This is an optimization exercise on Yosys and OpenROAD, whose aim is small area and a short achievable clock period, not a production implementation. Function was checked by simulation only, so behaviour that the tests miss may differ from the original. Power and IR drop assume default switching activity.

== build 97 ==
## trace_capture_buf
module trace_capture_buf #(
  parameter  int DATA_W = 32,
  parameter  int DEPTH  = 64,
  localparam int ADDR_W = $clog2(DEPTH)
) (
  input  logic              clk,
  input  logic              rst,
  input  logic              arm,
  input  logic [ADDR_W:0]   post_cnt,
  input  logic              sample_en,
  input  logic [DATA_W-1:0] sample_data,
  input  logic              trig,
  output logic [1:0]        state,
  output logic [ADDR_W:0]   count,
  output logic              wrapped,
  output logic              rd_valid,
  output logic [DATA_W-1:0] rd_data,
  output logic              rd_last,
  input  logic              rd_ready
);
  localparam logic [1:0] S_IDLE = 2'd0;
  localparam logic [1:0] S_PRE  = 2'd1;
  localparam logic [1:0] S_POST = 2'd2;
  localparam logic [1:0] S_DUMP = 2'd3;
  localparam logic [ADDR_W:0] DEPTH_C = (ADDR_W+1)'(DEPTH);
  localparam logic [ADDR_W:0] ONE_C   = (ADDR_W+1)'(1);
  localparam int LO_B = 3;
  localparam int LO_W = 1 << LO_B;       
  localparam int HI_W = DEPTH / LO_W;    
  logic [1:0]          state_q;
  logic [ADDR_W:0]     count_q;
  logic                wrapped_q;
  logic [ADDR_W:0]     win_q;       
  logic [LO_W-1:0]     rlo_q;       
  logic [HI_W-1:0]     rhi_q;       
  logic                rd_valid_q;
  logic [DATA_W-1:0]   rd_data_q;
  logic                rd_last_q;
  logic [DATA_W-1:0]   mem_q [DEPTH];
  wire capt  = (state_q == S_PRE) || (state_q == S_POST);
  wire smp   = capt && sample_en;
  wire full  = (count_q == DEPTH_C);
  wire win1  = (win_q == ONE_C);
  wire trg   = (state_q == S_PRE) ? trig : 1'b1;    
  wire dump  = (state_q == S_DUMP);
  wire more  = !(rd_valid_q && rd_last_q);
  wire adv   = dump && (!rd_valid_q || rd_ready);
  wire ld    = adv && more;
  wire enter = smp && trg && win1;
  wire [ADDR_W:0] post_clamp = (post_cnt == '0)     ? ONE_C :
  ...
Settings: LEC_CHECK=0, CAP_MARGIN=20, CORE_MARGIN=2, CORE_UTILIZATION=50, CTS_CLUSTER_DIAMETER=70, CTS_CLUSTER_SIZE=27, SETUP_SLACK_MARGIN=2.3, SLEW_MARGIN=20; clock period 4.5 ns.
run.sh (not shown) runs the stock make flow with config.mk's settings and CLKGATE_MAP_FILE= SYNTH_SCRIPT=/design/flow/synth_recipe.tcl, a recipe that flattens the netlist after the stock synthesis.
### build 97 -> build 18
Settings: CORE_UTILIZATION changed from 50 to 40.
==> flow/flow/run.sh (new file) <==
#!/bin/bash
# The standard layout, except that the ports are buffered with a plain
# buffer (buf_4) instead of the delay cell buffer_ports picks by default.
# Each step's full output goes to its own log in the work folder.
set -euo pipefail
bash standard.sh synth > synth.log 2>&1
bash standard.sh 'BUFFER_PORTS_ARGS=-buffer_cell sky130_fd_sc_hd__buf_4' finish > layout.log 2>&1
==> flow/standard.sh (new file) <==
#!/bin/bash
# synth_recipe.tcl (not shown) runs the flow's synth.tcl, then flattens the netlist and writes it again
# the make line also repeats each setting of config.mk as NAME=value (left out here)
make -C /OpenROAD-flow-scripts/flow DESIGN_CONFIG=/design/flow/config.mk WORK_HOME=/design/flow/orfs CLKGATE_MAP_FILE= SYNTH_SCRIPT=/design/flow/synth_recipe.tcl "${@:-finish}"
removed: flow/run.sh
### Flow results
- Build 18: full flow OK, the timing, DRC and antenna checks passed
- The run showing the smaller met2 demand-to-capacity share in global routing is build 18.
- Summary of the comparison: number of cells on the worst hold path is higher in build 18, relative to build 97.
- Comparing build 18 and build 97, the higher relative area change from synthesis to final layout is on build 18.
- Run comparison: build 18 routing layer with the top usage in global route met2; build 97 routing layer with the top usage in global route met1
- Summary of the comparison: buffer and inverter count on the worst path is higher in build 18, relative to build 97.
diff inputs: build 18 => build 27
Settings: changing SETUP_SLACK_MARGIN from 2.3 to 2.6.
==> flow/run.sh (new file) <==
#!/bin/bash
# synth_recipe.tcl (not shown) runs the flow's synth.tcl, then flattens the netlist and writes it again
# the make line also repeats each setting of config.mk as NAME=value (left out here)
make -C /OpenROAD-flow-scripts/flow DESIGN_CONFIG=/design/flow/config.mk WORK_HOME=/design/flow/orfs CLKGATE_MAP_FILE= SYNTH_SCRIPT=/design/flow/synth_recipe.tcl finish
removed: flow/flow/run.sh
removed: flow/standard.sh
Findings:
- On sequential share of the synthesized area, build 27 and build 18 are neck and neck.
- Between build 27 and build 18, it is build 27 whose final net count is higher, by 335.
- Build 27 ended with more violation count after the first detailed-route iteration than build 18.
- Sort build 27 and build 18 by combined global-route utilization of all metal layers asc -> top: build 18
- Relative contribution of the clock network to total power in build 27 vs build 18: down 1.5 points
- Of build 27 and build 18, the run reporting the higher share of total power in combinational logic was build 27.
- From build 18 to build 27 the numbers moved as follows: post-synthesis instance total closely matched the old numbers, non-clock buffer count rose 338.
- Comparing build 27 and build 18, the higher clock-cell share of area is on build 18.
Setup changes, build 27 to build 49
Settings: changing CTS_CLUSTER_DIAMETER from 70 to 100; changing CTS_CLUSTER_SIZE from 27 to 30; changing SETUP_SLACK_MARGIN from 2.6 to 2.3.
==> run notes <==
Compared to build 27, the router laid down less metal wire for build 49.
Comparing count of clock-net buffers in the final layout for build 49 and build 27, the smaller number came from build 27.
Number of hold violations in the final report came out exactly the same in build 49 and build 27.
Build 49 against build 27: post-route minimum period -31 ps, final cell count went down, floorplan core area flat, number of instances resized during post-cts repair went down 455.
Input-level comparison between build 5 and build 49:
Settings: CTS_CLUSTER_SIZE: 30 -> 27; CTS_CLUSTER_DIAMETER: 100 -> 70; SETUP_SLACK_MARGIN: 2.3 -> 2.15.
Findings:
Build 5 — total inserted antenna cells 3 higher, build 49 as reference. On global routing met2 resource utilization, the higher figure sits with build 49, not build 5. Build 5 against build 49: number of nets at the end of the flow moved down; post-route clock skew saw a decrease. Build 5 consumes more power than build 49 does. On design area: between build 49 and build 5, it ends up lower for build 5. Build 5 vs. build 49: routed wire length on met2 went down by about 6%. Going from build 49 to build 5, number of instances in the synthesized netlist flat, sequential share of layout area up 0.37 points, clock group power up about 28%. Run comparison: build 5 kind of critical path in2reg; build 49 kind of critical path reg2reg.

what the ideal ports hide:
The flow's constraints put no driver on any port. The routed layouts listed below were extracted and timed again, unchanged, in two steps. Step 1, drivers: a clkbuf_16 drives clk and a buf_2 each remaining input, both assumed. Step 2 also shifts input and output timing later by t, the mid clock arrival at the registers, as if the neighbouring blocks saw the same clock. Slacks: ideal ports / drivers / drivers and shift; pairs: ideal ports / drivers.
| run | shift t [ns] | setup slack, ns | hold slack, ns | worst data-port slew with drivers (ns) |
|---|---|---|---|---|
| build 97 | 0.854 | 2.128 / 2.126 / 1.590 | 0.443 / 0.443 / 0.443 | 0.12 |
| build 18 | 0.843 | 2.223 / 2.148 / 1.602 | 0.289 / 0.239 / 0.437 | 0.08 |
| build 27 | 0.849 | 2.213 / 2.158 / 1.517 | 0.439 / 0.439 / 0.439 | 0.05 |
| build 49 | 0.816 | 2.244 / 2.169 / 1.546 | 0.416 / 0.416 / 0.416 | 0.05 |
| build 5 | 0.839 | 2.080 / 2.123 / 1.290 | 0.442 / 0.442 / 0.442 | 0.05 |
After both steps every run listed still meets setup and hold. For build 5, which loses most, drivers alone change the setup slack by +0.043 ns; drivers and shift together by -0.790 ns.
